This design comes from an exercise in tuning for small area on the open sky130 flow, not from production work. At most, simulation tests tie the RTL to the original design; equivalence was not proved. Only the layout flow was run in runs 1 to 3; the RTL was not checked for function there. Power and IR drop assume default switching activity.

===== flow/run.sh =====
#!/bin/bash
# synth_recipe.tcl (not shown) runs the flow's synth.tcl, then flattens the netlist and writes it again
# the make line also repeats each setting of config.mk as NAME=value (left out here)
make -C /OpenROAD-flow-scripts/flow DESIGN_CONFIG=/design/flow/config.mk WORK_HOME=/design/flow/orfs CLKGATE_MAP_FILE= SYNTH_SCRIPT=/design/flow/synth_recipe.tcl finish

===== flow/config.mk =====
export PLATFORM = sky130hd
export DESIGN_NAME = apb_mem_slave
export DESIGN_NICKNAME = apb_mem_slave
export VERILOG_FILES = /design/flow/design.v
export SDC_FILE = /design/flow/constraint.sdc
export NUM_CORES = 4
export LEC_CHECK = 0
export CAP_MARGIN = 40
export CORE_MARGIN = 2
export CORE_UTILIZATION = 30
export SLEW_MARGIN = 20
export SYNTH_HIERARCHICAL = 1
export SYNTH_MINIMUM_KEEP_SIZE = 0

===== flow/constraint.sdc =====
create_clock -name core_clock -period 5.0 [get_ports {pclk}]
set_input_delay 1.0000 -clock core_clock [delete_from_list [all_inputs] [get_ports {pclk}]]
set_output_delay 1.0000 -clock core_clock [all_outputs]
set_load 0.01 [all_outputs]

===== flow/design.v =====
module apb_mem_slave #(
  parameter int ADDR_WIDTH  = 8,
  parameter int DATA_WIDTH  = 32,
  parameter int STRB_WIDTH  = DATA_WIDTH / 8,
  parameter int MEM_DEPTH   = 64,
  parameter int WAIT_STATES = 2
) (
  input  logic                  pclk,
  input  logic                  preset,
  input  logic [ADDR_WIDTH-1:0] paddr,
  input  logic                  psel,
  input  logic                  penable,
  input  logic                  pwrite,
  input  logic [DATA_WIDTH-1:0] pwdata,
  input  logic [STRB_WIDTH-1:0] pstrb,
  output logic [DATA_WIDTH-1:0] prdata,
  output logic                  pready,
  output logic                  pslverr
);
  localparam int NPORT = MEM_DEPTH / 4;
  logic       acc1, acc2;           
  logic [5:0] rot;                  
  logic [1:0] clr_cnt;              
  logic       clearing;
  logic       in_rng;
  logic       wr_commit;
  logic       pend;                 
  logic       wr_act;
  logic [3:0] wi;                   
  logic [1:0] wlo;                  
  logic [DATA_WIDTH-1:0] wd;        
  logic [STRB_WIDTH-1:0] ws;        
  assign in_rng    = (paddr[7:6] == 2'b00);
  assign pslverr   = !in_rng;
  assign wr_commit = pready && psel && pwrite && in_rng;
  assign wr_act    = wr_commit || pend;
  assign clearing  = preset || (clr_cnt != 2'd0);
  logic [1:0] wph;
  logic       whit;
  assign wph  = wlo + rot[1:0] + 2'd1;
  assign whit = wr_act && (wph == 2'd0);
  always_ff @(posedge pclk) begin
    if (preset) begin
      acc1    <= 1'b0;
      acc2    <= 1'b0;
      pready  <= 1'b0;
      rot     <= '0;
      clr_cnt <= 2'd3;
      pend    <= 1'b0;
    end else begin
      acc1    <= psel && !penable;
      acc2    <= acc1 && psel;
      pready  <= acc2 && psel;
      rot     <= rot + 6'd1;
      if (clr_cnt != 2'd0) clr_cnt <= clr_cnt - 2'd1;
      pend    <= wr_act && !whit;
    end
  end
  always_ff @(posedge pclk) begin
    if (acc2) begin
      wi  <= 4'((paddr[5:0] + rot + 6'd5) >> 2);
      wlo <= paddr[1:0];
      wd <= pwdata;
      ws <= pstrb;
    end
  end
  logic [DATA_WIDTH-1:0] ring [MEM_DEPTH];
  for (genvar p = 0; p < MEM_DEPTH; p++) begin : g_pos
    if (p % 4 == 0) begin : g_port
      logic hit;
      assign hit = whit && (wi == 4'(p / 4));
      for (genvar b = 0; b < STRB_WIDTH; b++) begin : g_byte
        logic [7:0] q, d;
        logic       wen, shf;
        assign wen = !clearing && hit && ws[b];
        assign shf = !clearing && !(hit && ws[b]);
        for (genvar k = 0; k < 8; k++) begin : g_bit
          apb_mem_slave_ao22 u_sel (
            .a1(ring[(p + MEM_DEPTH - 1) % MEM_DEPTH][8*b + k]), .a2(shf),
            .b1(wd[8*b + k]), .b2(wen), .y(d[k])
          );
        end
        always_ff @(posedge pclk) q <= d;
        assign ring[p][8*b +: 8] = q;
      end
    end else begin : g_shift
      logic [DATA_WIDTH-1:0] q;
      always_ff @(posedge pclk) q <= ring[p - 1];
      assign ring[p] = q;
    end
  end
  logic [5:0]       rpos;
  logic [NPORT-1:0] rdec, rsel_now, rsel_nxt, rsel_r, rsel_n;
  logic             any_n, pen_n;
  logic [DATA_WIDTH-1:0] capn;
  assign rpos = paddr[5:0] + rot;
  always_comb begin
    for (int i = 0; i < NPORT; i++) begin
      rdec[i]     = in_rng && (rpos[5:2] == 4'(i));
      rsel_now[i] = rdec[i] && (rpos[1:0] == 2'd0);
      rsel_nxt[(i + 1) % NPORT] = rdec[i] && (rpos[1:0] == 2'd3);
    end
  end
  always_ff @(posedge pclk) rsel_r <= rsel_nxt;
  assign rsel_n = ~(penable ? rsel_r : rsel_now);
  assign any_n  = &rsel_n;
  assign pen_n  = !penable;
  for (genvar k = 0; k < DATA_WIDTH; k++) begin : g_rd
    logic [7:0] t;
    logic [1:0] v;
    logic       x;
    for (genvar j = 0; j < 8; j++) begin : g_pair
      apb_mem_slave_oai22 u_pair (
        .a1(ring[8*j][k]), .a2(rsel_n[2*j]), .b1(ring[8*j + 4][k]), .b2(rsel_n[2*j + 1]),
        .y(t[j])
      );
    end
    apb_mem_slave_or4 u_lo (.a(t[3:0]), .y(v[0]));
    apb_mem_slave_or4 u_hi (.a(t[7:4]), .y(v[1]));
    apb_mem_slave_or3 u_x (.a({any_n, v}), .y(x));
    apb_mem_slave_nand2 u_out (.a(x), .b(capn[k]), .y(prdata[k]));
    apb_mem_slave_o21a u_cap (.a1(capn[k]), .a2(pen_n), .b1(x), .y(cap_d[k]));
  end
  logic [DATA_WIDTH-1:0] cap_d;
  always_ff @(posedge pclk) capn <= cap_d;
endmodule
module apb_mem_slave_ao22 (
  input  logic a1,
  input  logic a2,
  input  logic b1,
  input  logic b2,
  output logic y
);
  assign y = (a1 & a2) | (b1 & b2);
endmodule
module apb_mem_slave_oai22 (
  input  logic a1,
  input  logic a2,
  input  logic b1,
  input  logic b2,
  output logic y
);
  assign y = !((a1 | a2) & (b1 | b2));
endmodule
module apb_mem_slave_or4 (
  input  logic [3:0] a,
  output logic       y
);
  assign y = |a;
endmodule
module apb_mem_slave_or3 (
  input  logic [2:0] a,
  output logic       y
);
  assign y = |a;
endmodule
module apb_mem_slave_nand2 (
  input  logic a,
  input  logic b,
  output logic y
);
  assign y = !(a & b);
endmodule
module apb_mem_slave_o21a (
  input  logic a1,
  input  logic a2,
  input  logic b1,
  output logic y
);
  assign y = (a1 | a2) & b1;
endmodule

==> results of run 1 <==
-- modules after synthesis, one instance, submodules excluded --
module | area, um2 | flops+latches | cells inside | copies in the design
apb_mem_slave | 45400 | 2150 | 2495 | 1
apb_mem_slave_or3 | 6.26 | 0 | 1 | 32
apb_mem_slave_ao22 | 8.76 | 0 | 1 | 512
apb_mem_slave_nand2 | 3.75 | 0 | 1 | 32
apb_mem_slave_or4 | 7.51 | 0 | 1 | 64
apb_mem_slave_oai22 | 6.26 | 0 | 1 | 256
apb_mem_slave_o21a | 7.51 | 0 | 1 | 32
-- worst max-delay path by stage --
stage              from          to  slack [ns]  cells after the start
2_1_floorplan  paddr[0]   prdata[0]       -0.23                     11
3_3_place_gp   paddr[1]   prdata[7]       -1.33                     14
3_5_place_dp   paddr[0]  prdata[19]       -1.34                     14
4_1_cts          rot[0]   prdata[7]       -0.46                     16
5_1_grt          rot[0]   prdata[1]       -0.54                     17
6_report         rot[0]  prdata[20]       -0.42                     15
-- sequential cells by signal, summed over array words and instances (netlist names) --
name and flops:
rot 6, g_pos.g_shift.q 1536, wlo 2, rsel_r 16, pend 1, ws 4, wi 4, wd 32
clr_cnt 2, g_pos.g_port.g_byte.q 512, acc1 1, acc2 1, capn 32, pready 1
-- per-layer routing --
metal,vias to the layer above,global-route usage,part of all wire
li1,13600,-,-
met1,15000,0.208,0.46
met2,949,0.229,0.44
met3,277,0.0312,0.060
met4,2,0.0660,0.042
met5,-,0.00161,0.00026
-- worst max-delay path, stage by stage, from the launching register on --
cell,delay [ns]
dfxtp_2,0.33
ha_4,0.16
fa_2,0.36
a21o_1,0.22
a21o_1,0.22
and3_4,0.15
a31o_4,0.25
a22oi_2,0.19
buf_4,0.16
buf_12,0.15
buf_6,0.13
o22ai_2,0.07
or4_4,0.57
or3_4,0.45
nand2_2,0.10
buf_6,0.10
-- report_power, final --
| group | leakage (nW) | internal [mW] | switching, mW |
|---|---|---|---|
| combinational | 6.35 | 0.437 | 0.490 |
| sequential | 17.4 | 17.2 | 0.0533 |
| clock | 3.29 | 8.82 | 6.39 |
| total | 27.0 | 26.5 | 6.94 |
-- final cells by class --
type                    instances  area [um2]  area share
well taps                    2325        2910      0.0430
clock inverters                71         931      0.0138
flip-flops and latches       2150       43500       0.643
inverters                       6        22.5    0.000333
clock buffers                 284        5760      0.0851
multi-input cells            1242       10200       0.151
repair buffers                370        4330      0.0640
diodes                          2        5.00   0.0000740
-- cell families after synthesis --
logic type               after synthesis
AO/OA/AOI/OAI                        903
XOR/XNOR                              19
adder cells (fa/ha/maj)                8
buffers and inverters                 31
flip-flops                          2150
multiplexers                           1
AND/OR/NAND/NOR                      311
-- metrics by stage --
stage	setup WS [ns]	hold WS [ns]	TNS, ns
floorplan	-0.227	0.310	-6.54
global placement	-1.33	0.310	-40.02
detailed placement	-1.34	0.312	-40.75
CTS	-0.457	0.297	-12.74
global route	-0.537	0.311	-15.96
finish	-0.424	0.296	-11.86
-- layout by cell type, fill, tap and decap left out, types with 42 or more instances in the layout --
master	count
dfxtp_1	2105
a22o_1	512
clkbuf_16	207
o22ai_1	185
buf_4	155
nor2_1	99
a21oi_1	66
o22ai_2	59
buf_6	55
buf_12	51
clkbuf_1	45
clkdlybuf4s50_1	44
edfxtp_1	42
-- repair_timing --
action,CTS,global route
hold endpoints to repair,0,0
setup endpoints to repair,32,32
setup buffers,73,13
cloned,21,3
pin swaps,144,56
resized for setup,381,43
==> run notes, run 1 <==
normalized max-slew margin=0.396; final instance area=67,600 um2; worst endpoint required time=4.00 ns; outcome=complete, but fails checks; dpl cell area=58,000 um2; clock transition at the registers of the reported paths=0.06 ns; CP Class=reg2out; complex-gate fraction of the synthesized area=0.132; Detailed Route Iter0 Violations=2,356; Ys Warns=9; Worst Tran Pin Value=0.906 ns; antenna violations before repair=2; I/O pin cnt=83; die height=423 um; Setup-failing EPs final=32; Hold Path End=g_pos[19].g_shift.q[31]; f_max=0.184 GHz; gr usage total=0.151; global-route wire length before repair=201,000 um; Critical Path AT=4.42 ns; worst hold start=g_pos[18].g_shift.q[31]; Max VDD drop=0.350 mV; Routed Antenna Nets=0; Post-Syn Area=52,600 um2; largest family of logic cells by synthesized area=compound AO/OA/AOI/OAI gates; CP endpoint kind=output port; synth unique cells=54; vias per cell=4.62; fraction of final layout cells sized beyond drive strength 1=0.210; total chip power=33.4 mW; Final Cycle Share=1.08; post-synthesis xor/xnor area fraction=0.00381; Synth Flop Type=dfxtp_1; Syn Area/Cell=15.4 um2; DRC Markers=0; Reg-to-Reg Start=rot[0]; Hold Path Class=reg2reg; DRT Wirelength=140,000 um; worst skew pair latency=0.82 ns; PnR worst setup slack=-0.424 ns; Synth Register Bits=2,150; post-synth top area share=0.803; vias=29,800; minimum clock period=5.42 ns; clock root cell=clkbuf_16; Synthesized Nets=3,480; grt ovf=0; Die ar.=179,000 um2; nets@finish=4,025; Pleak=27.0 nW; Setup Skew=0.0447 ns; chip width=423 um; CP Launch Type=register; Post-Synthesis Cells=3,423; Post-Layout Cell Count=6,450; Slew Viols, Final=0; simple-gate area share of the yosys netlist=0.0326; Post-Synth Adder-Cell Area=0.00205; mux cell area share after synthesis=0.000190; R2R depth=15; largest net degree at the start of global routing=34; ys async rst share=0; largest area contributor in the netlist=dfxtp_1; cts hold-fix bufs=0; Pre-Repair DR Iteration Count=8; row count=153; largest cells by area after synthesis=dfxtp_1 (80%), a22o_1 (8.5%), o22ai_1 (3.0%); routability cong.=0.837; H-tree Lvls=4; r2r setup slk=1.34 ns; final hold violation count=0; RSZ-0062 raised after global routing=yes; Area Growth Syn to Fin=28.6%; post-DP HPWL=84,300 um; number of synthesized flops with an enable pin=42; reg2reg end=capn[28]; commonest cells in the netlist=dfxtp_1 (2,108), a22o_1 (512), o22ai_1 (256); PD cells=495 nW/um2; register area share after synthesis=0.827; total CTS buffers=198; max_cap viols=0; Hold Path Stages=0; Final Util=0.388; layout check faults=negative setup slack; Fill cells=15,900; starting density of the core=0.302; CTS sink count=2,150; Core ar.=174,000 um2; Wirelength per Cell=21.7 um; most common cell in the netlist=dfxtp_1; CTS tree=built; vias in the first global route=30,200; port bufs=82; CTS Buffer Depth=3; Worst Path Max Fanout=8; Placed Cells incl. Taps=5,961
==> inputs of run 2 (changes only) <==
--- a/flow/design.v
+++ b/flow/design.v
@@ -106,8 +106,9 @@
   assign any_n  = &rsel_n;
   assign pen_n  = !penable;
+  logic [DATA_WIDTH-1:0] cap_d;
   for (genvar k = 0; k < DATA_WIDTH; k++) begin : g_rd
     logic [7:0] t;
-    logic [1:0] v;
-    logic       x;
+    logic [3:0] u;
+    logic       v;
     for (genvar j = 0; j < 8; j++) begin : g_pair
       apb_mem_slave_oai22 u_pair (
@@ -116,11 +117,11 @@
       );
     end
-    apb_mem_slave_or4 u_lo (.a(t[3:0]), .y(v[0]));
-    apb_mem_slave_or4 u_hi (.a(t[7:4]), .y(v[1]));
-    apb_mem_slave_or3 u_x (.a({any_n, v}), .y(x));
-    apb_mem_slave_nand2 u_out (.a(x), .b(capn[k]), .y(prdata[k]));
-    apb_mem_slave_o21a u_cap (.a1(capn[k]), .a2(pen_n), .b1(x), .y(cap_d[k]));
+    for (genvar j = 0; j < 4; j++) begin : g_nor
+      apb_mem_slave_nor2 u_nor (.a(t[2*j]), .b(t[2*j + 1]), .y(u[j]));
+    end
+    apb_mem_slave_nand4 u_or (.a(u), .y(v));
+    apb_mem_slave_o21ai u_out (.a1(v), .a2(any_n), .b1(capn[k]), .y(prdata[k]));
+    apb_mem_slave_o22a u_cap (.a1(v), .a2(any_n), .b1(capn[k]), .b2(pen_n), .y(cap_d[k]));
   end
-  logic [DATA_WIDTH-1:0] cap_d;
   always_ff @(posedge pclk) capn <= cap_d;
 endmodule
@@ -143,24 +144,18 @@
   assign y = !((a1 | a2) & (b1 | b2));
 endmodule
-module apb_mem_slave_or4 (
-  input  logic [3:0] a,
-  output logic       y
-);
-  assign y = |a;
-endmodule
-module apb_mem_slave_or3 (
-  input  logic [2:0] a,
-  output logic       y
-);
-  assign y = |a;
-endmodule
-module apb_mem_slave_nand2 (
+module apb_mem_slave_nor2 (
   input  logic a,
   input  logic b,
   output logic y
 );
-  assign y = !(a & b);
+  assign y = !(a | b);
 endmodule
-module apb_mem_slave_o21a (
+module apb_mem_slave_nand4 (
+  input  logic [3:0] a,
+  output logic       y
+);
+  assign y = !(&a);
+endmodule
+module apb_mem_slave_o21ai (
   input  logic a1,
   input  logic a2,
@@ -168,4 +163,13 @@
   output logic y
 );
-  assign y = (a1 | a2) & b1;
+  assign y = !((a1 | a2) & b1);
 endmodule
+module apb_mem_slave_o22a (
+  input  logic a1,
+  input  logic a2,
+  input  logic b1,
+  input  logic b2,
+  output logic y
+);
+  assign y = (a1 | a2) & (b1 | b2);
+endmodule
--- a/flow/config.mk
+++ b/flow/config.mk
@@ -6,7 +6,10 @@
 export NUM_CORES = 4
 export LEC_CHECK = 0
-export CAP_MARGIN = 40
+export CAP_MARGIN = 20
 export CORE_MARGIN = 2
-export CORE_UTILIZATION = 30
+export CORE_UTILIZATION = 55
+export CTS_CLUSTER_DIAMETER = 60
+export CTS_CLUSTER_SIZE = 30
+export GPL_TIMING_DRIVEN = 0
 export SLEW_MARGIN = 20
 export SYNTH_HIERARCHICAL = 1
==> run 2 against run 1 <==
  * Still fails the layout checks on negative setup slack
  * Routed wire length down 4.8%
  * Clock skew down 0.0081 ns
  * First-iteration DRC count up 8.4%
  * Utilization up 28 points
  * Maximum frequency up 4.9%
  * Synthesized area up 0.15%
  * Global-route usage up 11 points
  * Setup slack better by 0.25 ns
  * Die area down 45%
  * Combinational power down 2.7%
  * Synthesized cell count up 1.9%
  * Cell count down 18%
  * Critical endpoint is now prdata[14]
==> run notes, run 2 <==
Area Growth Syn to Fin=20.3%; Final Cycle Share=1.03 (-0.0509); CP Class=in2out; dpl cell area=55,800 um2 (-3.8%); row count=113 (-26%); Pleak=25.1 nW (-6.9%); Critical Path AT=4.17 ns (-0.25 ns); Die ar.=98,200 um2 (-45%); Pre-Repair DR Iteration Count=6 (-2); ys async rst share=0 (unchanged); Detailed Route Iter0 Violations=2,555 (+8.4%); Fill cells=6,714 (-58%); fraction of final layout cells sized beyond drive strength 1=0.187 (-0.0236); global-route wire length before repair=192,000 um (-4.7%); CP endpoint kind=output port; Slew Viols, Final=0 (unchanged); Hold Path Class=reg2reg; flip-flop count of the largest register after layout=1,536 (unchanged); final instance area=63,400 um2 (-6.3%); chip width=313 um (-26%); vias in the first global route=29,400 (-2.7%); Synthesized Nets=3,544 (+1.8%); I/O pin cnt=83 (unchanged); gr usage total=0.264 (+0.113); routability cong.=0.831 (-0.68%); Ys Warns=9 (unchanged); starting density of the core=0.555 (+0.253); synth unique cells=55 (+1.9%); Logic pwr share=0.031 (+0.003); largest cells by area after synthesis=dfxtp_1 (80%), a22o_1 (8.5%), o22ai_1 (3.0%); vias=29,400 (-1.4%); cts hold-fix bufs=0 (unchanged); outcome=complete, but fails checks; Worst Path Max Fanout=7 (-1); Psw=6.80 mW (-2.0%); Flop pwr share=0.591 (+0.074); largest area contributor in the netlist=dfxtp_1; DRC Markers=0 (unchanged); minimum clock period=5.17 ns (-0.254 ns); number of synthesized flops with an enable pin=42 (unchanged); total chip power=29.2 mW (-13%); internal power=22.4 mW (-15%); most frequent cells in the layout=dfxtp_1 (2,105), a22o_1 (512), o22ai_1 (157); clock root cell=clkbuf_16; clock share of power=0.378 (-0.077); H-tree Lvls=3 (-1); antenna violations before repair=1 (-1); top flop regs=g_pos.g_shift.q x1536, g_pos.g_port.g_byte.q x512; sw frac=0.232 (+0.0249); vias per cell=5.54 (+20%); Setup-failing EPs final=25 (-22%); port bufs=82 (unchanged); Setup Skew=0.0366 ns (-0.00808 ns); Syn Area/Cell=15.1 um2 (-1.7%); total CTS buffers=112 (-43%); worst hold-check slack=0.314 ns (+0.0181 ns); commonest non-fill, non-tap cell in the layout=dfxtp_1; DRT Wirelength=133,000 um (-4.8%); Synth Register Bits=2,150 (unchanged); register area share after synthesis=0.826 (-0.00126); Routed Antenna Nets=0 (unchanged); clock transition at the registers of the reported paths=0.09 ns (+0.03 ns); post-DP HPWL=83,100 um (-1.4%); Core ar.=94,900 um2 (-45%); CTS tree=built; PnR worst setup slack=-0.170 ns (+0.254 ns); Worst Tran Pin Value=1.23 ns (+0.325 ns); commonest cells in the netlist=dfxtp_1 (2,108), a22o_1 (512), o22ai_1 (256); Max VDD drop=0.353 mV (+0.84%); largest net degree at the start of global routing=32 (-5.9%); most common cell in the netlist=dfxtp_1; RSZ-0062 raised after global routing=yes; nets@finish=3,991 (-0.84%); layout check faults=negative setup slack; die height=313 um (-26%); post-synth top area share=0.802 (-0.00122); CP Launch Type=primary input; f_max=0.193 GHz (+4.9%); worst endpoint required time=4.00 ns (about the same); final hold violation count=0 (unchanged); grt ovf=0 (unchanged); Post-Syn Area=52,600 um2 (+0.15%); Top reg by flops=g_pos.g_shift.q; CTS Buffer Depth=3 (unchanged); worst skew pair latency=0.74 ns (-0.08 ns); PD cells=462 nW/um2 (-6.7%); CTS sink count=2,150 (unchanged); Post-Synthesis Cells=3,487 (+1.9%); Synth Flop Type=dfxtp_1; normalized max-slew margin=0.176 (-0.220); Wirelength per Cell=25.2 um (+16%); max_cap viols=0 (unchanged)
[run 2: cell count changes after synthesis, sizes merged]
cell / before / now
nand2: 57 / 25
or3: 33 / 1
o22a: 0 / 32
o21ai: 2 / 34
o21a: 32 / 0
nand4: 2 / 34
or4: 66 / 2
nor2: 106 / 234
[run 2: layer usage]
| layer | share of wire | vias to the layer above | track usage |
|---|---|---|---|
| met1 | 0.45 | 14700 | 0.371 |
| met3 | 0.062 | 299 | 0.0527 |
| li1 | - | 13500 | - |
| met2 | 0.45 | 878 | 0.406 |
| met5 | 0.00069 | - | 0.00532 |
| met4 | 0.042 | 4 | 0.101 |
[run 2: logic make-up after synthesis]
logic type | after synthesis | share of synthesized area
compound gates | 935 | 0.136
simple gates | 343 | 0.0303
xor+xnor | 19 | 0.00380
flops | 2150 | 0.826
mux | 1 | 0.000190
buf+inv | 31 | 0.00226
fa+ha+maj | 8 | 0.00204
[run 2: metrics by stage]
step / utilization / setup WS, ns / std cells / setup TNS (ns)
finish: 0.668 / -0.170 / 5300 / -1.28
global route: 0.668 / -0.178 / 5298 / -3.90
floorplan: - / 0.158 / 3487 / 0
global placement: 0.581 / -2.83 / 4834 / -123.16
CTS: 0.653 / 0.000351 / 5246 / 0
detailed placement: 0.589 / -1.70 / 4884 / -55.82
[run 2: power by group through the flow]
stage,Sequential (mW),Combinational (mW),Clock (mW)
floorplan,17.7,0.343,0
global placement,17.7,0.688,0
detailed placement,17.7,0.721,0
CTS,17.3,0.830,11.2
global route,17.3,0.945,11.8
finish,17.3,0.902,11.1
[run 2: per-module statistics from Yosys, one instance, submodules excluded]
module / cells inside / copies in the design
apb_mem_slave_o21ai: 1 / 32
apb_mem_slave_oai22: 1 / 256
apb_mem_slave_ao22: 1 / 512
apb_mem_slave_nor2: 1 / 128
apb_mem_slave_o22a: 1 / 32
apb_mem_slave_nand4: 1 / 32
apb_mem_slave: 2495 / 1
[run 2: layout make-up]
type,instances,area [um2],area share
Timing Repair Buffer,333,3390,0.0535
Clock buffer,121,2890,0.0456
Sequential cell,2150,43500,0.686
Clock inverter,92,1280,0.0202
Tap cell,1265,1580,0.0250
Buffer,25,108,0.00170
Multi-Input combinational cell,1306,10600,0.167
Antenna cell,2,5.00,0.0000790
Inverter,6,22.5,0.000355
[run 2: what timing repair did]
action                     in CTS  in global routing
buffers inserted              149                 60
cloned                          3                  4
pin swaps                     147                140
setup endpoints to repair      32                 35
resized for setup             312                201
[run 2: path summary, 6_finish.rpt]
kind / start / to / slack, ns / cells past startpoint
setup / recovery: paddr[0] / prdata[14] / -0.17 / 16
hold / removal: g_pos[38].g_shift.q[13] / g_pos[39].g_shift.q[13] / 0.31 / 0
setup reg to reg: rot[0] / capn[15] / -0.05 / 29
hold reg to reg: g_pos[38].g_shift.q[13] / g_pos[39].g_shift.q[13] / 0.31 / 0
[run 2: critical path, stage by stage]
cell      delay [ns]
buf_2           0.12
ha_4            0.16
fa_2            0.35
a21o_1          0.24
and2_4          0.19
nand3b_1        0.18
o211ai_1        0.22
buf_4           0.20
a22oi_2         0.21
buf_6           0.19
buf_6           0.16
o22ai_1         0.16
nor2_2          0.21
nand4_1         0.18
o21ai_2         0.23
buf_2           0.17
==> inputs of run 3 (changes only) <==
--- a/flow/config.mk
+++ b/flow/config.mk
@@ -11,5 +11,5 @@
 export CTS_CLUSTER_DIAMETER = 60
 export CTS_CLUSTER_SIZE = 30
-export GPL_TIMING_DRIVEN = 0
+export GPL_TIMING_DRIVEN = 1
 export SLEW_MARGIN = 20
 export SYNTH_HIERARCHICAL = 1
==> run 3 against run 2 <==
  * The layout still fails its checks (negative setup slack)
  * Die area unchanged
  * Design area grew 0.62%
  * Clock-buffer cell count decreased by 2
  * Setup slack better by 0.074 ns
  * Sequential power is essentially flat
  * Clock skew is 0.0029 ns higher
  * Via count increased by 1.3%
  * Synthesized cell count stayed put
  * Highest routed layer is now met4
==> run notes, run 3 <==
outcome=complete, but fails checks; layout check faults=negative setup slack; die height=313 um (unchanged); worst hold-check slack=0.309 ns (-0.00491 ns); vias=29,800 (+1.3%); Max VDD drop=0.430 mV (+22%); Synth Register Bits=2,150 (unchanged); Hold Path Class=reg2reg; largest cells by area after synthesis=dfxtp_1 (80%), a22o_1 (8.5%), o22ai_1 (3.0%); Crit path top cell by count=buf_4; minimum clock period=5.10 ns (-0.0744 ns); CTS sink count=2,150 (unchanged); commonest non-fill, non-tap cell in the layout=dfxtp_1; clock transition at the registers of the reported paths=0.10 ns (about the same); worst endpoint required time=4.00 ns (about the same); clock share of power=0.372 (-0.006); internal power=22.3 mW (-0.64%); PnR worst setup slack=-0.0956 ns (+0.0744 ns); Setup-failing EPs final=31 (+24%); antenna violations before repair=2 (+1); PD cells=453 nW/um2 (-1.9%); commonest cells in the netlist=dfxtp_1 (2,108), a22o_1 (512), o22ai_1 (256); Routed Antenna Nets=0 (unchanged); flip-flop count of the largest register after layout=1,536 (unchanged); CP Class=in2out; routability cong.=0.872 (+5.0%); top flop regs=g_pos.g_shift.q x1536, g_pos.g_port.g_byte.q x512; fraction of final layout cells sized beyond drive strength 1=0.197 (+0.0104); CP Launch Type=primary input; Synthesized Nets=3,544 (unchanged); Fill cells=6,651 (-0.94%); I/O pin cnt=83 (unchanged); Flop pwr share=0.599 (+0.008); most common cell in the netlist=dfxtp_1; Worst Path Max Fanout=6 (-1); Core ar.=94,900 um2 (unchanged); vias in the first global route=30,000 (+2.1%); starting density of the core=0.555 (unchanged); largest net degree at the start of global routing=33 (+3.1%); most frequent cells in the layout=dfxtp_1 (2,104), a22o_1 (512), buf_4 (229); nets@finish=4,035 (+1.1%); number of synthesized flops with an enable pin=42 (unchanged); f_max=0.196 GHz (+1.5%); Wirelength per Cell=25.7 um (+2.3%); Detailed Route Iter0 Violations=2,777 (+8.7%); critical path, cell by cell=buf_4, ha_4, fa_2, a21o_1, a21o_1, o32a_1, o211ai_1, buf_4, a22oi_2, buf_12, buf_4, buf_6, buf_6, o22ai_4, nor2_2, nand4_1, o21ai_2, buf_2; Syn Area/Cell=15.1 um2 (unchanged); post-synth top area share=0.802 (unchanged); Top reg by flops=g_pos.g_shift.q; global-route wire length before repair=197,000 um (+2.7%); register area share after synthesis=0.826 (unchanged); Critical Path AT=4.10 ns (-0.07 ns); worst skew pair latency=0.73 ns (about the same); DRC Markers=0 (unchanged); Logic pwr share=0.030 (about the same); DRT Wirelength=137,000 um (+3.0%); Final Util=0.672 (+0.00413); Slew Viols, Final=0 (unchanged); CP endpoint kind=output port; sw frac=0.227 (-0.00523); total CTS buffers=109 (-2.7%); grt ovf=0 (unchanged); port bufs=82 (unchanged); Synth Flop Type=dfxtp_1; row count=113 (unchanged); flip-flop and latch area=43,500 um2 (about the same); Die ar.=98,200 um2 (unchanged); Pleak=25.3 nW (+0.76%); Worst Tran Pin Value=1.15 ns (-0.0776 ns); final hold violation count=0 (unchanged); clock root cell=clkbuf_16; Post-Synthesis Cells=3,487 (unchanged); CP max-delay cell=o32a_1; RSZ-0062 raised after global routing=yes; gr usage total=0.270 (+0.00631); Setup Skew=0.0395 ns (+0.00286 ns); Final Cycle Share=1.02 (-0.0149); ys async rst share=0 (unchanged); CP max stage delay=0.38 ns (+0.03 ns); Pre-Repair DR Iteration Count=5 (-1); max_cap viols=0 (unchanged); multi-input logic area=10,700 um2 (+0.74%); Post-Syn Area=52,600 um2 (unchanged); synth unique cells=55 (unchanged); vias per cell=5.58 (+0.64%); Psw=6.56 mW (-3.5%); chip width=313 um (unchanged); normalized max-slew margin=0.231 (+0.0548); Ys Warns=9 (unchanged); CTS Buffer Depth=3 (unchanged); largest area contributor in the netlist=dfxtp_1; Area Growth Syn to Fin=21.1%; H-tree Lvls=3 (unchanged); post-DP HPWL=83,100 um (about the same); CTS tree=built
## run 3: timing repair
item | 4_1_cts | 5_1_grt
gates cloned | 9 | 3
setup buffers | 112 | 44
endpoints found under the setup margin | 32 | 37
pin swaps | 83 | 123
resized for setup | 274 | 210
hold buffers | 0 | 0
## run 3: power by group through the flow
stage               sequential (mW)  combinational [mW]  clock (mW)
finish                         17.3               0.854        10.7
global route                   17.3               0.895        11.5
CTS                            17.3               0.779        10.8
detailed placement             17.7               0.742           0
global placement               17.7               0.730           0
floorplan                      17.7               0.343           0
## run 3: final cells by class
class                      count  share of cell area
antenna                        1           0.0000393
inverter                       6            0.000412
multi-input combinational   1306               0.168
sequential                  2150               0.682
clock buffer                 119              0.0444
clock inverter                83              0.0178
tap                         1265              0.0248
timing repair buffer         405              0.0630
## run 3: cells by family after synthesis
logic type / Yosys count / share of synthesized area
flops: 2150 / 0.826
compound gates: 935 / 0.136
simple gates: 343 / 0.0303
buf+inv: 31 / 0.00226
xor+xnor: 19 / 0.00380
fa+ha+maj: 8 / 0.00204
mux: 1 / 0.000190
## run 3: metal layers
metal  wire (um)  track usage  vias up
met4        3780       0.0757        0
met1       62700        0.392    15000
met2       62500        0.425      957
met5           0            0        -
li1            -            -    13600
met3        8400       0.0408      223
## run 3: final timing paths
kind                      startpoint                 endpoint  slack [ns]  depth (start not counted)
max                         paddr[0]                prdata[4]        -0.1                         18
min          g_pos[22].g_shift.q[16]  g_pos[23].g_shift.q[16]        0.31                          0
max reg2reg                   rot[0]                 capn[13]       -0.01                         31
min reg2reg  g_pos[22].g_shift.q[16]  g_pos[23].g_shift.q[16]        0.31                          0
## run 3: per-stage QoR
step	std cells	worst slack, ns	power [mW]	TNS (ns)	area [um2]
5_1_grt	5334	-0.173	29.7	-4.01	63700
4_1_cts	5298	-0.0768	28.9	-1.03	62400
2_1_floorplan	3487	0.158	18.0	0	52700
3_5_place_dp	4975	-1.08	18.4	-29.82	56600
6_report	5335	-0.0956	28.9	-1.82	63700
3_3_place_gp	4975	-0.993	18.4	-26.57	56600
## run 3: per-module statistics from Yosys, one instance, submodules excluded
module	flip-flops and latches	copies in the design	cells inside
apb_mem_slave	2150	1	2495
apb_mem_slave_ao22	0	512	1
apb_mem_slave_nand4	0	32	1
apb_mem_slave_nor2	0	128	1
apb_mem_slave_o21ai	0	32	1
apb_mem_slave_o22a	0	32	1
apb_mem_slave_oai22	0	256	1
## run 3: critical path, delay by kind of cell
kind                       cells  cell delay, ns
adders and majority gates      2            0.52
and+or+nand+nor                2            0.20
AOI/OAI and AO/OA              7            1.28
buffers and inverters          7            1.07
==> inputs of run 4 (changes only) <==
--- a/flow/design.v
+++ b/flow/design.v
@@ -20,4 +20,6 @@
   localparam int NPORT = MEM_DEPTH / 4;
   logic       acc1, acc2;           
+  logic [1:0] rlo;                  
+  logic [3:0] rb;                   
   logic [5:0] rot;                  
   logic [1:0] clr_cnt;              
@@ -38,5 +40,6 @@
   logic [1:0] wph;
   logic       whit;
-  assign wph  = wlo + rot[1:0] + 2'd1;
+  assign rot  = {rb - 4'(rlo != 2'd0), rlo};
+  assign wph  = wlo + rlo + 2'd1;
   assign whit = wr_act && (wph == 2'd0);
   always_ff @(posedge pclk) begin
@@ -45,5 +48,6 @@
       acc2    <= 1'b0;
       pready  <= 1'b0;
-      rot     <= '0;
+      rlo     <= '0;
+      rb      <= '0;
       clr_cnt <= 2'd3;
       pend    <= 1'b0;
@@ -52,5 +56,6 @@
       acc2    <= acc1 && psel;
       pready  <= acc2 && psel;
-      rot     <= rot + 6'd1;
+      rlo     <= rlo + 2'd1;
+      if (rlo == 2'd0) rb <= rb + 4'd1;
       if (clr_cnt != 2'd0) clr_cnt <= clr_cnt - 2'd1;
       pend    <= wr_act && !whit;
@@ -94,9 +99,13 @@
   logic             any_n, pen_n;
   logic [DATA_WIDTH-1:0] capn;
-  assign rpos = paddr[5:0] + rot;
+  logic       at_tap;
+  logic [3:0] ridx;
+  assign at_tap = in_rng && (paddr[1:0] + rlo == 2'd0);
+  assign ridx   = paddr[5:2] + rb;
+  assign rpos   = paddr[5:0] + rot;
   always_comb begin
     for (int i = 0; i < NPORT; i++) begin
       rdec[i]     = in_rng && (rpos[5:2] == 4'(i));
-      rsel_now[i] = rdec[i] && (rpos[1:0] == 2'd0);
+      rsel_now[i] = at_tap && (ridx == 4'(i));
       rsel_nxt[(i + 1) % NPORT] = rdec[i] && (rpos[1:0] == 2'd3);
     end
==> run 4 against run 3 <==
  * The run now finishes clean
  * Register-to-register slack better by 1.7 ns
  * Utilization is 2.1 points lower
  * Clock power up 4%
  * Non-clock buffer count shrank 100
  * Sequential power about the same
  * Clock skew is 0.0096 ns lower
  * Via count is 3.2% lower
  * Design area fell by 3.1%
  * Critical endpoint is now prdata[5]
==> run notes, run 4 <==
outcome=no timing/DRC/antenna violations; Logic pwr share=0.051 (+0.021); most common cell in the netlist=dfxtp_1; Pleak=24.7 nW (-2.4%); Final Cycle Share=0.987 (-0.0320); Top reg by flops=g_pos.g_shift.q; row count=113 (unchanged); Flop pwr share=0.580 (-0.019); Routed Antenna Nets=0 (unchanged); Setup-failing EPs final=0 (-100%); Synth Register Bits=2,150 (unchanged); H-tree Lvls=3 (unchanged); Post-Syn Area=52,600 um2 (-0.12%); vias per cell=5.49 (-1.7%); r2r setup slk=1.64 ns (+1.65 ns); Worst Path Max Fanout=7 (+1); Hold Path Class=reg2reg; gr usage total=0.262 (-0.00889); critical path's top delay family=buffers and inverters; CP max-delay cell=fa_2; die height=313 um (about the same); ys async rst share=0 (unchanged); Hold Path End=g_pos[63].g_shift.q[30]; R2R depth=18 (-42%); CTS tree=built; Pre-Repair DR Iteration Count=5 (unchanged); max_cap viols=0 (unchanged); synth unique cells=40 (-27%); Post-Synthesis Cells=3,492 (+0.14%); reg2reg end=capn[5]; RSZ-0062 raised after global routing=yes; normalized max-slew margin=0.224 (-0.00671); Area Growth Syn to Fin=17.5%; most frequent cells in the layout=dfxtp_1 (2,105), a22o_1 (512), o22ai_1 (252); Buf/Inv on CP=6 (-1); grt ovf=0 (unchanged); largest area contributor in the netlist=dfxtp_1; worst hold start=g_pos[62].g_shift.q[30]; Psw=7.21 mW (+9.9%); top flop regs=g_pos.g_shift.q x1536, g_pos.g_port.g_byte.q x512; Ys Warns=9 (unchanged); Core ar.=94,900 um2 (unchanged); commonest non-fill, non-tap cell in the layout=dfxtp_1; antenna violations before repair=2 (unchanged); critical path, cell by cell=dlygate4sd2_1, ha_4, fa_2, xor2_4, nor3_2, buf_4, a22oi_2, buf_6, buf_16, buf_12, o22ai_1, nor2_1, nand4_1, o21ai_4, buf_2; Max VDD drop=0.299 mV (-30%); vias=28,800 (-3.2%); Synthesized Nets=3,556 (+0.34%); DRC Markers=0 (unchanged); post-synth top area share=0.803 (+0.000954); final hold violation count=0 (unchanged); total CTS buffers=114 (+4.6%); TNS Setup=0 ns (+1.82 ns); internal power=22.8 mW (+2.3%); commonest cells in the netlist=dfxtp_1 (2,108), a22o_1 (512), o22ai_1 (256); Wirelength per Cell=24.6 um (-4.5%); critical path depth=15 (-3); vias in the first global route=29,100 (-2.9%); cts hold-fix bufs=0 (unchanged); Hold Path Stages=0 (unchanged); starting density of the core=0.554 (-0.000659); dpl cell area=56,500 um2 (-0.17%); chip width=313 um (about the same); PnR worst setup slack=0.0644 ns (+0.160 ns); number of synthesized flops with an enable pin=42 (unchanged); Slew Viols, Final=0 (unchanged); nets@finish=3,953 (-2.0%); CTS Buffer Depth=3 (unchanged); DRT Wirelength=129,000 um (-6.0%); minimum clock period=4.94 ns (-0.160 ns); Syn Area/Cell=15.1 um2 (-0.26%); Placement Setup Slack=-0.670 ns (+0.412 ns); port bufs=82 (unchanged); I/O pin cnt=83 (unchanged); sw frac=0.240 (+0.0128); CP Class=in2out; worst endpoint required time=4.00 ns (about the same); worst skew pair latency=0.73 ns (about the same); final instance area=61,800 um2 (-3.1%); Die ar.=98,100 um2 (-0.11%); f_max=0.203 GHz (+3.2%); Worst Tran Pin Value=1.16 ns (+0.0101 ns); routability cong.=0.900 (+3.2%); register area share after synthesis=0.826 (+0.000982); Post-Layout Cell Count=5,255 (-1.5%); fraction of final layout cells sized beyond drive strength 1=0.137 (-0.0597); Critical Path AT=3.94 ns (-0.16 ns); Reg-to-Reg Start=rlo[0]; Placed Cells incl. Taps=4,963 (-0.24%); largest net degree at the start of global routing=65 (+97%); worst hold-check slack=0.318 ns (+0.00912 ns); CP max stage delay=0.37 ns (about the same); clock root cell=clkbuf_16; Detailed Route Iter0 Violations=2,655 (-4.4%); CP Launch Type=primary input; global-route wire length before repair=190,000 um (-3.4%); PD cells=486 nW/um2 (+7.4%); Synth Flop Type=dfxtp_1; CP endpoint kind=output port; post-DP HPWL=81,800 um (-1.6%); CTS sink count=2,150 (unchanged); total chip power=30.0 mW (+4.1%); clock transition at the registers of the reported paths=0.10 ns (about the same); clock share of power=0.369 (-0.003); largest cells by area after synthesis=dfxtp_1 (80%), a22o_1 (8.5%), o22ai_1 (3.0%); flip-flop count of the largest register after layout=1,536 (unchanged); Setup Skew=0.0299 ns (-0.00961 ns); Final Util=0.651 (-0.0208)
run 4: timing repair:
| item | 4_1_cts | 5_1_grt |
|---|---|---|
| setup buffers | 62 | 6 |
| cloned | 6 | 0 |
| setup endpoints to repair | 32 | 32 |
| pin swaps | 70 | 34 |
| gates resized for setup | 162 | 31 |
run 4: layer usage:
layer / global-route usage / part of all wire / vias to the layer above
met1: 0.381 / 0.47 / 14500
met3: 0.0373 / 0.049 / 177
li1: - / - / 13400
met4: 0.0711 / 0.025 / 0
met5: 0 / 0 / -
met2: 0.412 / 0.46 / 765
run 4: logic make-up after synthesis:
| family | count (synthesis) | share of synthesized area |
|---|---|---|
| AO/OA/AOI/OAI | 922 | 0.134 |
| XOR/XNOR | 20 | 0.00362 |
| adder cells (fa/ha/maj) | 15 | 0.00385 |
| buffers and inverters | 39 | 0.00281 |
| flip-flops | 2150 | 0.826 |
| multiplexers | 2 | 0.000381 |
| AND/OR/NAND/NOR | 344 | 0.0291 |
run 4: modules after synthesis (local to each module, per instance):
module / flip-flops and latches / area, um2 / times used / cells
apb_mem_slave: 2150 / 45400 / 1 / 2500
apb_mem_slave_ao22: 0 / 8.76 / 512 / 1
apb_mem_slave_o21ai: 0 / 5.00 / 32 / 1
apb_mem_slave_nor2: 0 / 3.75 / 128 / 1
apb_mem_slave_oai22: 0 / 6.26 / 256 / 1
apb_mem_slave_nand4: 0 / 6.26 / 32 / 1
apb_mem_slave_o22a: 0 / 8.76 / 32 / 1
run 4: worst max-delay path by stage:
stage | from | end | slack, ns
after floorplan | paddr[2] | prdata[0] | -0.95
after global placement | paddr[0] | prdata[8] | -0.69
after detailed placement | paddr[2] | prdata[8] | -0.67
after CTS | paddr[0] | prdata[10] | 0.0008
after global routing | paddr[2] | prdata[27] | -0.04
final | paddr[2] | prdata[5] | 0.06
run 4: area by class of cell:
type	count	area (um2)
clock inverter	91	1290
tap	1265	1580
sequential	2150	43500
fill	6875	33100
inverter	15	56.3
multi-input combinational	1303	9380
timing repair buffer	305	3050
antenna	2	5.00
clock buffer	124	2950
run 4: power groups by stage:
| stage | clock, mW | sequential [mW] | combinational [mW] |
|---|---|---|---|
| finish | 11.1 | 17.4 | 1.54 |
| global route | 11.9 | 17.4 | 1.64 |
| CTS | 11.2 | 17.4 | 1.56 |
| detailed placement | 0 | 17.8 | 1.46 |
| global placement | 0 | 17.8 | 1.43 |
| floorplan | 0 | 17.8 | 0.719 |
==> inputs of run 5 (changes only) <==
==> flow/flow/run.sh (new file) <==
#!/bin/bash
set -euo pipefail
export CTS_ARGS="-sink_clustering_enable -repair_clock_nets -dont_use_dummy_load -buf_list sky130_fd_sc_hd__clkbuf_8 -root_buf sky130_fd_sc_hd__clkbuf_16 -sink_clustering_size 20 -sink_clustering_max_diameter 50"
export BUFFER_PORTS_ARGS="-buffer_cell sky130_fd_sc_hd__buf_2"
bash standard.sh finish > standard.log 2>&1
==> flow/standard.sh (new file) <==
#!/bin/bash
# synth_recipe.tcl (not shown) runs the flow's synth.tcl, then flattens the netlist and writes it again
# the make line also repeats each setting of config.mk as NAME=value (left out here)
make -C /OpenROAD-flow-scripts/flow DESIGN_CONFIG=/design/flow/config.mk WORK_HOME=/design/flow/orfs CLKGATE_MAP_FILE= SYNTH_SCRIPT=/design/flow/synth_recipe.tcl "${@:-finish}"
--- a/flow/config.mk
+++ b/flow/config.mk
@@ -9,6 +9,4 @@
 export CORE_MARGIN = 2
 export CORE_UTILIZATION = 55
-export CTS_CLUSTER_DIAMETER = 60
-export CTS_CLUSTER_SIZE = 30
 export GPL_TIMING_DRIVEN = 1
 export SLEW_MARGIN = 20
removed: flow/run.sh
==> run 5 against run 4 <==
  * Setup slack improved by 0.092 ns
  * Global-route usage fell by 0.52 points
  * Combinational power fell by 17%
  * Total power fell by 13%
  * Clock skew rose by 0.041 ns
  * Via count fell by 1.1%
  * Synthesized area did not move
  * Register-to-register slack improved by 0.07 ns
  * Hold slack got worse by 0.027 ns
  * Largest power group unchanged
  * Highest routed layer unchanged
==> run notes, run 5 <==
outcome=no timing/DRC/antenna violations; M3 GR Usage=0.0490 (+0.0116); Worst Tran Pin Value=1.15 ns (-0.0123 ns); routability cong.=0.891 (-0.96%); grt met2 use=0.391 (-0.0209); I/O pin cnt=83 (unchanged); CTS tree=built; Setup-failing EPs final=0 (unchanged); die height=313 um (unchanged); post-DP HPWL=82,500 um (+0.90%); chip width=313 um (unchanged); Detailed Route Iter0 Violations=2,595 (-2.3%); port bufs=82 (unchanged); critical path, cell by cell=buf_2, ha_1, inv_1, fa_1, nand3b_1, nor2_1, a22oi_2, buf_4, o22ai_1, nor2_1, nand4_1, o21ai_1, buf_2; post-synth top area share=0.803 (unchanged); Pleak=22.8 nW (-7.9%); minimum clock period=4.84 ns (-0.0918 ns); vias per cell=5.66 (+3.2%); r2r setup slk=1.71 ns (+0.07 ns); Syn Area/Cell=15.1 um2 (unchanged); H-tree Lvls=4 (+1); vias in the first global route=28,500 (-2.3%); Placement Setup Slack=0.0520 ns (+0.722 ns); CTS Buffer Depth=3 (unchanged); max_cap viols=0 (unchanged); f_max=0.206 GHz (+1.9%); ys async rst share=0 (unchanged); Post-Syn Area=52,600 um2 (unchanged); Placed Cells incl. Taps=4,875 (-1.8%); sw frac=0.220 (-0.0198); Flop pwr share=0.666 (+0.086); CP max-delay cell=fa_1; Final Cycle Share=0.969 (-0.0184); commonest cells in the netlist=dfxtp_1 (2,108), a22o_1 (512), o22ai_1 (256); nets@finish=3,831 (-3.1%); Routed Antenna Nets=0 (unchanged); register area share after synthesis=0.826 (unchanged); PD cells=455 nW/um2 (-6.5%); Post-Layout Cell Count=5,035 (-4.2%); Area Growth Syn to Fin=9.26%; Top reg by flops=g_pos.g_shift.q; gr usage total=0.256 (-0.00518); largest area contributor in the netlist=dfxtp_1; normalized max-slew margin=0.233 (+0.00822); RSZ-0062 raised after global routing=no; worst skew pair latency=0.75 ns (+0.02 ns); antenna violations before repair=4 (+2); total CTS buffers=142 (+25%); most frequent cells in the layout=dfxtp_1 (2,105), a22o_1 (512), o22ai_1 (256); CTS sink count=2,150 (unchanged); global-route wire length before repair=185,000 um (-2.5%); Wirelength per Cell=25.9 um (+5.4%); cts hold-fix bufs=0 (unchanged); CP endpoint kind=output port; Critical Path AT=3.84 ns (-0.10 ns); largest net degree at the start of global routing=49 (-25%); commonest non-fill, non-tap cell in the layout=dfxtp_1; Fill cells=7,285 (+6.0%); Buf/Inv on CP=4 (-2); starting density of the core=0.554 (unchanged); worst endpoint required time=4.00 ns (about the same); clock root cell=clkbuf_16; Die ar.=98,100 um2 (unchanged); Logic pwr share=0.049 (-0.002); GR peak layer=met2; internal power=20.4 mW (-11%); fraction of final layout cells sized beyond drive strength 1=0.0895 (-0.0479); Hold Path Class=reg2reg; Synth Flop Type=dfxtp_1; DRC Markers=0 (unchanged); number of synthesized flops with an enable pin=42 (unchanged); Synthesized Nets=3,556 (unchanged); CP Launch Type=primary input; largest cells by area after synthesis=dfxtp_1 (80%), a22o_1 (8.5%), o22ai_1 (3.0%); GR met1 Demand/Resource=0.374 (-0.00647); most common cell in the netlist=dfxtp_1; Worst Path Max Fanout=16 (+9); vias=28,500 (-1.1%); Setup Skew=0.0713 ns (+0.0414 ns); grt ovf=0 (unchanged); synth unique cells=40 (unchanged); multi-input logic area=9160 um2 (-2.3%); CP max stage delay=0.49 ns (+0.12 ns); clock share of power=0.285 (-0.084); Ys Warns=9 (unchanged); Psw=5.75 mW (-20%); Max VDD drop=0.279 mV (-6.6%); critical path's top delay family=simple AND/OR/NAND/NOR gates; Core ar.=94,900 um2 (unchanged); Slew Viols, Final=0 (unchanged); Post-Synthesis Cells=3,492 (unchanged); top flop regs=g_pos.g_shift.q x1536, g_pos.g_port.g_byte.q x512; flip-flop and latch area=43,500 um2 (unchanged); final hold violation count=0 (unchanged); clock transition at the registers of the reported paths=0.11 ns (about the same); CP Class=in2out; DRT Wirelength=130,000 um (+0.96%); Pre-Repair DR Iteration Count=5 (unchanged); flip-flop count of the largest register after layout=1,536 (unchanged); row count=113 (unchanged); PnR worst setup slack=0.156 ns (+0.0918 ns); Synth Register Bits=2,150 (unchanged)
-- run 5: cell counts after synthesis --
No cell type changed its count.
-- run 5: worst register-to-register path, cell delays in order (launching register included) --
cell,delay [ns]
dfxtp_1,0.33
inv_1,0.06
ha_1,0.25
nor2b_1,0.72
nand2_1,0.74
nor2_1,0.90
a22o_1,0.25
-- run 5: worst paths after layout --
path	startpoint	endpoint	cells past startpoint
worst max-delay path	paddr[0]	prdata[12]	13
worst min-delay path	g_pos[34].g_shift.q[21]	g_pos[35].g_shift.q[21]	0
worst max register to register	clr_cnt[0]	g_pos[36].g_port.g_byte[1].q[6]	6
worst min register to register	g_pos[34].g_shift.q[21]	g_pos[35].g_shift.q[21]	0
-- run 5: cell families after synthesis --
group           Yosys count  synth area share
mux                       2          0.000381
flops                  2150             0.826
xor+xnor                 20           0.00362
compound gates          922             0.134
fa+ha+maj                15           0.00385
buf+inv                  39           0.00281
simple gates            344            0.0291
-- run 5: power by group through the flow --
stage	clock [mW]	combinational [mW]	sequential (mW)
after floorplan	0	0.719	17.8
after CTS	7.58	1.24	17.4
after global routing	8.22	1.37	17.4
final	7.44	1.28	17.4
after detailed placement	0	1.24	17.8
after global placement	0	1.21	17.8
-- run 5: modules after synthesis, one instance, submodules excluded --
module               flops+latches  times used  cells  area [um2]
apb_mem_slave_o21ai              0          32      1        5.00
apb_mem_slave                 2150           1   2500       45400
apb_mem_slave_nand4              0          32      1        6.26
apb_mem_slave_ao22               0         512      1        8.76
apb_mem_slave_o22a               0          32      1        8.76
apb_mem_slave_oai22              0         256      1        6.26
apb_mem_slave_nor2               0         128      1        3.75
-- run 5: per-layer routing --
layer	up-vias	routed length, um
met5	-	0
met4	0	3530
met3	238	8000
met2	861	57800
met1	14400	61000
li1	13000	-
-- run 5: cell type report --
type / instances / share of cell area
antenna: 5 / 0.000218
clock buffer: 142 / 0.0342
inverter: 15 / 0.000980
multi-input combinational: 1303 / 0.159
sequential: 2150 / 0.756
tap: 1265 / 0.0275
timing repair buffer: 155 / 0.0211
-- run 5: stage by stage --
| step | hold slack [ns] | TNS [ns] | cell area (um2) | power (mW) | util |
|---|---|---|---|---|---|
| 2_1_floorplan | 0.310 | -32.65 | 52700 | 18.5 | - |
| 3_3_place_gp | 0.310 | 0 | 55300 | 19.0 | 0.582 |
| 3_5_place_dp | 0.312 | 0 | 55300 | 19.0 | 0.582 |
| 4_1_cts | 0.290 | 0 | 57200 | 26.2 | 0.603 |
| 5_1_grt | 0.289 | 0 | 57500 | 27.0 | 0.606 |
| 6_report | 0.291 | 0 | 57500 | 26.1 | 0.606 |
-- run 5: what timing repair did --
action	in CTS	in global routing
gates resized for setup	0	6
setup buffers	0	7
endpoints found under the setup margin	0	19
==> inputs of run 6 (changes only) <==
--- a/flow/config.mk
+++ b/flow/config.mk
@@ -8,6 +8,6 @@
 export CAP_MARGIN = 20
 export CORE_MARGIN = 2
-export CORE_UTILIZATION = 55
-export GPL_TIMING_DRIVEN = 1
+export CORE_UTILIZATION = 65
+export GPL_TIMING_DRIVEN = 0
 export SLEW_MARGIN = 20
 export SYNTH_HIERARCHICAL = 1
==> run 6 against run 5 <==
  * Sequential power about the same
  * Sequential cell count unchanged
  * Sequential share of layout area about the same
  * Routed wire length down 5.1%
  * Still clean on timing, DRC and antenna
  * Largest cell class unchanged
  * Die area down 15%
  * Maximum frequency down 1.4%
  * Global-route usage up 4.0 points
==> run notes, run 6 <==
post-synth top area share=0.803 (unchanged); synth unique cells=40 (unchanged); clock root cell=clkbuf_16; Core ar.=80,300 um2 (-15%); total CTS buffers=141 (-0.70%); DRC Markers=0 (unchanged); Post-Synthesis Cells=3,492 (unchanged); post-DP HPWL=80,600 um (-2.4%); number of synthesized flops with an enable pin=42 (unchanged); vias=28,400 (-0.32%); CP endpoint kind=output port; largest net degree at the start of global routing=36 (-27%); Worst Tran Pin Value=1.25 ns (+0.0943 ns); largest cells by area after synthesis=dfxtp_1 (80%), a22o_1 (8.5%), o22ai_1 (3.0%); Synthesized Nets=3,556 (unchanged); GR met1 Demand/Resource=0.416 (+0.0419); TNS Setup=0 ns (unchanged); nets@finish=3,865 (+0.89%); fraction of final layout cells sized beyond drive strength 1=0.0929 (+0.00341); CTS Buffer Depth=3 (unchanged); I/O pin cnt=83 (unchanged); f_max=0.204 GHz (-1.4%); RSZ-0062 raised after global routing=no; Detailed Route Iter0 Violations=2,166 (-17%); Ys Warns=9 (unchanged); worst endpoint required time=4.00 ns (about the same); most frequent cells in the layout=dfxtp_1 (2,106), a22o_1 (512), o22ai_1 (256); CTS sink count=2,150 (unchanged); H-tree Lvls=4 (unchanged); port bufs=81 (-1.2%); largest area contributor in the netlist=dfxtp_1; top flop regs=g_pos.g_shift.q x1536, g_pos.g_port.g_byte.q x512; grt ovf=0 (unchanged); Die ar.=83,200 um2 (-15%); Post-Syn Area=52,600 um2 (unchanged); starting density of the core=0.655 (+0.101); commonest non-fill, non-tap cell in the layout=dfxtp_1; Slew Viols, Final=0 (unchanged); most common cell in the netlist=dfxtp_1; flip-flop count of the largest register after layout=1,536 (unchanged); ys async rst share=0 (unchanged); die height=288 um (-7.9%); Hold Path Class=reg2reg; Area Growth Syn to Fin=9.26% (about the same); Fill cells=5,370 (-26%); routability cong.=0.869 (-2.5%); Top reg by flops=g_pos.g_shift.q; commonest cells in the netlist=dfxtp_1 (2,108), a22o_1 (512), o22ai_1 (256); Synth Register Bits=2,150 (unchanged); CTS tree=built; Pre-Repair DR Iteration Count=8 (+3); final hold violation count=0 (unchanged); DRT Wirelength=124,000 um (-5.1%); CP Class=in2out; Setup-failing EPs final=0 (unchanged); Syn Area/Cell=15.1 um2 (unchanged); Setup Skew=0.0771 ns (+0.00581 ns); Wirelength per Cell=25.4 um (-1.7%); GR peak layer=met2; CP Launch Type=primary input; worst skew pair latency=0.71 ns (-0.04 ns); gr usage total=0.296 (+0.0399); PD cells=452 nW/um2 (-0.57%); Synth Flop Type=dfxtp_1; grt met2 use=0.463 (+0.0718); Max VDD drop=0.340 mV (+22%); vias in the first global route=29,100 (+2.3%); Critical Path AT=3.91 ns (+0.07 ns); outcome=no timing/DRC/antenna violations; antenna violations before repair=1 (-3); chip width=288 um (-7.9%); normalized max-slew margin=0.167 (-0.0660); clock transition at the registers of the reported paths=0.10 ns (about the same); M3 GR Usage=0.0602 (+0.0112); Pleak=22.8 nW (+0.30%); Worst Path Max Fanout=9 (-7); Routed Antenna Nets=0 (unchanged); minimum clock period=4.91 ns (+0.0681 ns); total chip power=26.0 mW (-0.58%); row count=104 (-8.0%); Final Cycle Share=0.982 (+0.0136); global-route wire length before repair=181,000 um (-2.1%); register area share after synthesis=0.826 (unchanged); vias per cell=5.84 (+3.2%); max_cap viols=0 (unchanged)
## run 6: cell counts after synthesis
Identical to the previous run, type by type.
## run 6: area by class of cell
class / count / area, um2 / area share
inverters: 15 / 56.3 / 0.000980
plain buffers: 24 / 91.3 / 0.00159
flip-flops and latches: 2150 / 43500 / 0.757
multi-input cells: 1303 / 9170 / 0.160
repair buffers: 166 / 1380 / 0.0240
well taps: 1060 / 1330 / 0.0231
clock buffers: 141 / 1950 / 0.0340
diodes: 4 / 10.0 / 0.000174
## run 6: worst max-delay path: stages
cell      delay [ns]
buf_2           0.11
ha_1            0.21
inv_1           0.07
fa_1            0.45
nand3b_1        0.23
buf_4           0.16
nor2_2          0.06
a22oi_2         0.17
buf_6           0.18
buf_6           0.19
o22ai_1         0.13
nor2_1          0.25
nand4_1         0.19
o21ai_1         0.29
buf_2           0.19
## run 6: power breakdown
| group | internal, mW | total, mW | switching (mW) |
|---|---|---|---|
| Sequential | 17.3 | 17.4 | 0.0937 |
| Clock | 2.57 | 7.32 | 4.75 |
| Combinational | 0.481 | 1.25 | 0.773 |
## run 6: path summary, 6_finish.rpt
check                                             from                              end  slack (ns)  cells after the start
worst min-delay path            g_pos[17].g_shift.q[3]           g_pos[18].g_shift.q[3]        0.30                      0
worst max register to register                  wlo[1]  g_pos[28].g_port.g_byte[1].q[6]        1.51                      6
worst max-delay path                          paddr[0]                        prdata[4]        0.09                     15
worst min register to register  g_pos[17].g_shift.q[3]           g_pos[18].g_shift.q[3]        0.30                      0
## run 6: kinds of logic after synthesis
group | share of synthesized area
flip-flops | 0.826
AO/OA/AOI/OAI | 0.134
AND/OR/NAND/NOR | 0.0291
buffers and inverters | 0.00281
XOR/XNOR | 0.00362
adder cells (fa/ha/maj) | 0.00385
multiplexers | 0.000381
## run 6: what timing repair did
action                     4_1_cts  5_1_grt
gates resized for setup          3        5
setup endpoints to repair       32       32
hold buffers                     0        0
setup buffers                   18       11
pin swaps                       13        7
## run 6: Yosys stat by module, one instance, submodules excluded, excerpt
module               cells  copies in the design  flip-flops and latches
apb_mem_slave_nor2       1                   128                       0
apb_mem_slave         2500                     1                    2150
apb_mem_slave_nand4      1                    32                       0
apb_mem_slave_o21ai      1                    32                       0
apb_mem_slave_ao22       1                   512                       0
apb_mem_slave_oai22      1                   256                       0
## run 6: routing by layer
| metal | vias up | part of all wire |
|---|---|---|
| met5 | - | 0.00057 |
| met1 | 14200 | 0.46 |
| li1 | 13100 | - |
| met2 | 874 | 0.45 |
| met4 | 2 | 0.030 |
| met3 | 246 | 0.060 |
## run 6: metrics by stage
step                      std cells  hold WS [ns]   util  worst slack, ns  area (um2)
after global placement         4633         0.309  0.679            -4.42       54500
after CTS                      4848         0.286  0.714          -0.0480       57300
after global routing           4859         0.290  0.715          0.00435       57400
after floorplan                3492         0.310      -           -0.951       52700
final                          4863         0.297  0.716           0.0881       57500
after detailed placement       4689         0.312  0.688           -0.523       55200
==> inputs of run 7 (changes only) <==
==> flow/flow/run.sh (replaced) <==
#!/bin/bash
set -euo pipefail
export CTS_ARGS="-sink_clustering_enable -repair_clock_nets -dont_use_dummy_load -buf_list sky130_fd_sc_hd__clkbuf_8 -root_buf sky130_fd_sc_hd__clkbuf_16 -sink_clustering_size 25 -sink_clustering_max_diameter 40"
export BUFFER_PORTS_ARGS="-buffer_cell sky130_fd_sc_hd__buf_2"
bash standard.sh finish > standard.log 2>&1
--- a/flow/config.mk
+++ b/flow/config.mk
@@ -8,6 +8,6 @@
 export CAP_MARGIN = 20
 export CORE_MARGIN = 2
-export CORE_UTILIZATION = 65
-export GPL_TIMING_DRIVEN = 0
+export CORE_UTILIZATION = 55
+export GPL_TIMING_DRIVEN = 1
 export SLEW_MARGIN = 20
 export SYNTH_HIERARCHICAL = 1
==> run 7 against run 6 <==
  * Still clean on timing, DRC and antenna
  * Synthesized cell count is the same
  * Utilization shrank 11 points
  * Sequential cell count is the same
  * Clock skew grew 0.0039 ns
  * Register-to-register slack gained 0.18 ns
  * Design area grew 0.70%
  * Combinational power is essentially flat
  * Sequential share of layout area shrank 0.53 points
  * Non-clock buffer count shrank 32
  * Total power grew 2.7%
  * Routed wire length grew 5.4%
==> run notes, run 7 <==
CP Launch Type=register; Placement Setup Slack=0.0520 ns (+0.575 ns); normalized max-slew margin=0.237 (+0.0701); TNS Setup=0 ns (unchanged); row count=113 (+8.7%); DRT Wirelength=130,000 um (+5.4%); multi-input logic area=9170 um2 (about the same); antenna violations before repair=3 (+2); max_cap viols=0 (unchanged); Synthesized Nets=3,556 (unchanged); commonest non-fill, non-tap cell in the layout=dfxtp_1; vias in the first global route=28,700 (-1.6%); Setup Skew=0.0810 ns (+0.00394 ns); minimum clock period=4.82 ns (-0.0935 ns); Worst Path Max Fanout=17 (+8); routability cong.=0.891 (+2.5%); Wirelength per Cell=25.8 um (+1.2%); Slew Viols, Final=0 (unchanged); CTS Buffer Depth=3 (unchanged); Die ar.=98,100 um2 (+18%); most common cell in the netlist=dfxtp_1; CP endpoint kind=output port; global-route wire length before repair=186,000 um (+2.4%); total CTS buffers=169 (+20%); largest cells by area after synthesis=dfxtp_1 (80%), a22o_1 (8.5%), o22ai_1 (3.0%); worst hold-check slack=0.269 ns (-0.0283 ns); most frequent cells in the layout=dfxtp_1 (2,106), a22o_1 (512), o22ai_1 (256); largest area contributor in the netlist=dfxtp_1; final hold violation count=0 (unchanged); PD cells=461 nW/um2 (+1.9%); Setup-failing EPs final=0 (unchanged); Ys Warns=9 (unchanged); flip-flop and latch area=43,500 um2 (about the same); grt ovf=0 (unchanged); Detailed Route Iter0 Violations=2,420 (+12%); post-synth top area share=0.803 (unchanged); fraction of final layout cells sized beyond drive strength 1=0.0970 (+0.00405); Hold Path Class=reg2reg; Core ar.=94,900 um2 (+18%); Fill cells=7,262 (+35%); register area share after synthesis=0.826 (unchanged); Pre-Repair DR Iteration Count=6 (-2); chip width=313 um (+8.6%); Synth Register Bits=2,150 (unchanged); die height=313 um (+8.6%); H-tree Lvls=4 (unchanged); clock transition at the registers of the reported paths=0.11 ns (about the same); Routed Antenna Nets=0 (unchanged); Max VDD drop=0.293 mV (-14%); ys async rst share=0 (unchanged); Final Cycle Share=0.964 (-0.0187); DRC Markers=0 (unchanged); outcome=no timing/DRC/antenna violations; Pleak=23.0 nW (+0.63%); CTS tree=built; synth unique cells=40 (unchanged); Synth Flop Type=dfxtp_1; gr usage total=0.257 (-0.0395); Worst Tran Pin Value=1.14 ns (-0.100 ns); top flop regs=g_pos.g_shift.q x1536, g_pos.g_port.g_byte.q x512; Syn Area/Cell=15.1 um2 (unchanged); commonest cells in the netlist=dfxtp_1 (2,108), a22o_1 (512), o22ai_1 (256); worst skew pair latency=0.76 ns (+0.05 ns); vias per cell=5.62 (-3.8%); post-DP HPWL=82,500 um (+2.4%); PnR worst setup slack=0.182 ns (+0.0935 ns); CTS sink count=2,150 (unchanged); I/O pin cnt=83 (unchanged); nets@finish=3,861 (-0.10%); CP Class=reg2out; largest net degree at the start of global routing=49 (+36%); Critical Path AT=3.82 ns (-0.09 ns); f_max=0.208 GHz (+1.9%); vias=28,500 (+0.19%); R2R depth=6 (unchanged); number of synthesized flops with an enable pin=42 (unchanged); starting density of the core=0.554 (-0.101); Post-Syn Area=52,600 um2 (unchanged); port bufs=82 (+1.2%); clock root cell=clkbuf_16; Top reg by flops=g_pos.g_shift.q; flip-flop count of the largest register after layout=1,536 (unchanged); Area Growth Syn to Fin=10.0%; worst endpoint required time=4.00 ns (about the same); cts hold-fix bufs=0 (unchanged); Hold Path Stages=0 (unchanged); Post-Synthesis Cells=3,492 (unchanged)
-- run 7: cell counts after synthesis --
No cell type changed its count.
-- run 7: worst max-delay path, stage by stage (launching register included) --
cell and delay (ns):
dfxtp_1 0.41, ha_1 0.21, inv_1 0.06, fa_1 0.53
nand3b_1 0.23, nor3_1 0.11, a22oi_2 0.22, buf_12 0.21
nand4_1 0.17, nor4_4 0.45, buf_12 0.22, o21ai_1 0.13
buf_2 0.17
-- run 7: cell type report --
class                   instances  area share
multi-input cells            1303       0.158
repair buffers                158      0.0215
well taps                    1265      0.0274
flip-flops and latches       2150       0.751
clock buffers                 169      0.0404
diodes                          2   0.0000865
inverters                      15    0.000973
-- run 7: per-module statistics from Yosys (local to each module, per instance) --
module               area (um2)  flip-flops and latches
apb_mem_slave_nor2         3.75                       0
apb_mem_slave             45400                    2150
apb_mem_slave_nand4        6.26                       0
apb_mem_slave_oai22        6.26                       0
apb_mem_slave_ao22         8.76                       0
apb_mem_slave_o21ai        5.00                       0
apb_mem_slave_o22a         8.76                       0
-- run 7: per-stage QoR --
| step | power [mW] | util | instances | instance area [um2] |
|---|---|---|---|---|
| after floorplan | 18.5 | - | 3492 | 52700 |
| after global placement | 19.0 | 0.582 | 4875 | 55300 |
| after detailed placement | 19.0 | 0.582 | 4875 | 55300 |
| after CTS | 26.8 | 0.607 | 5044 | 57600 |
| after global routing | 27.6 | 0.610 | 5061 | 57900 |
| final | 26.7 | 0.610 | 5062 | 57900 |
-- run 7: final timing paths --
check,from,to,slack (ns)
setup / recovery,rlo[0],prdata[5],0.18
hold / removal,g_pos[33].g_shift.q[30],g_pos[34].g_shift.q[30],0.27
setup reg to reg,clr_cnt[0],g_pos[36].g_port.g_byte[1].q[6],1.69
hold reg to reg,g_pos[33].g_shift.q[30],g_pos[34].g_shift.q[30],0.27
-- run 7: report_power, final --
group | switching (mW) | internal (mW)
clock | 4.94 | 3.04
sequential | 0.0947 | 17.3
combinational | 0.798 | 0.480
-- run 7: cell families after synthesis --
kind of cell               count (synthesis)  share of synthesized area
AOI/OAI and AO/OA                        922                      0.134
DFF                                     2150                      0.826
buffers and inverters                     39                    0.00281
xor gates and xnor gates                  20                    0.00362
and+or+nand+nor                          344                     0.0291
adders and majority gates                 15                    0.00385
muxes                                      2                   0.000381
-- run 7: what timing repair did --
item / CTS / global route
pin swaps: 0 / 7
gates resized for setup: 1 / 8
setup buffers: 0 / 10
setup endpoints to repair: 1 / 20
gates cloned: 0 / 6
-- run 7: routing by layer --
layer | share of wire | track usage | wire length, um | up-vias
met3 | 0.065 | 0.0513 | 8490 | 210
li1 | - | - | - | 13000
met4 | 0.024 | 0.0762 | 3110 | 0
met5 | 0 | 0 | 0 | -
met1 | 0.46 | 0.372 | 60600 | 14300
met2 | 0.45 | 0.393 | 58200 | 882

afterwards: timing with drivers on the ports:
How much do the figures lean on ideal ports? The routed layouts below were timed once more, with nothing changed but the port constraints. Step 1 sets driving cells, clkbuf_16 on the clock port and buf_2 on the other inputs (assumed; they add their load-dependent delay and slew). Step 2 times the ports against the registers' clock, not the clock port: input delays grow and output delays shrink by t, the midpoint of the rising clock arrivals with the driver on. Slacks: ideal / step 1 / step 2; pairs: ideal / step 1.
run | shift t [ns] | setup slack, ns | latest minus earliest clock arrival (ns) | cell pins on the clock port's net
run 1 | 0.874 | -0.424 / -0.499 / -0.459 | 0.052 / 0.052 | 1
run 2 | 0.795 | -0.170 / -0.217 / -0.823 | 0.038 / 0.038 | 1
run 3 | 0.782 | -0.096 / -0.127 / -0.784 | 0.043 / 0.043 | 1
run 4 | 0.785 | 0.064 / 0.048 / 0.048 | 0.033 / 0.032 | 1
run 5 | 0.783 | 0.156 / 0.118 / 0.131 | 0.072 / 0.072 | 1
run 6 | 0.743 | 0.088 / 0.055 / 0.069 | 0.078 / 0.078 | 1
run 7 | 0.792 | 0.182 / 0.107 / 0.158 | 0.092 / 0.092 | 1
For run 3, which loses most, drivers alone change the setup slack by -0.031 ns; drivers and shift together by -0.688 ns.
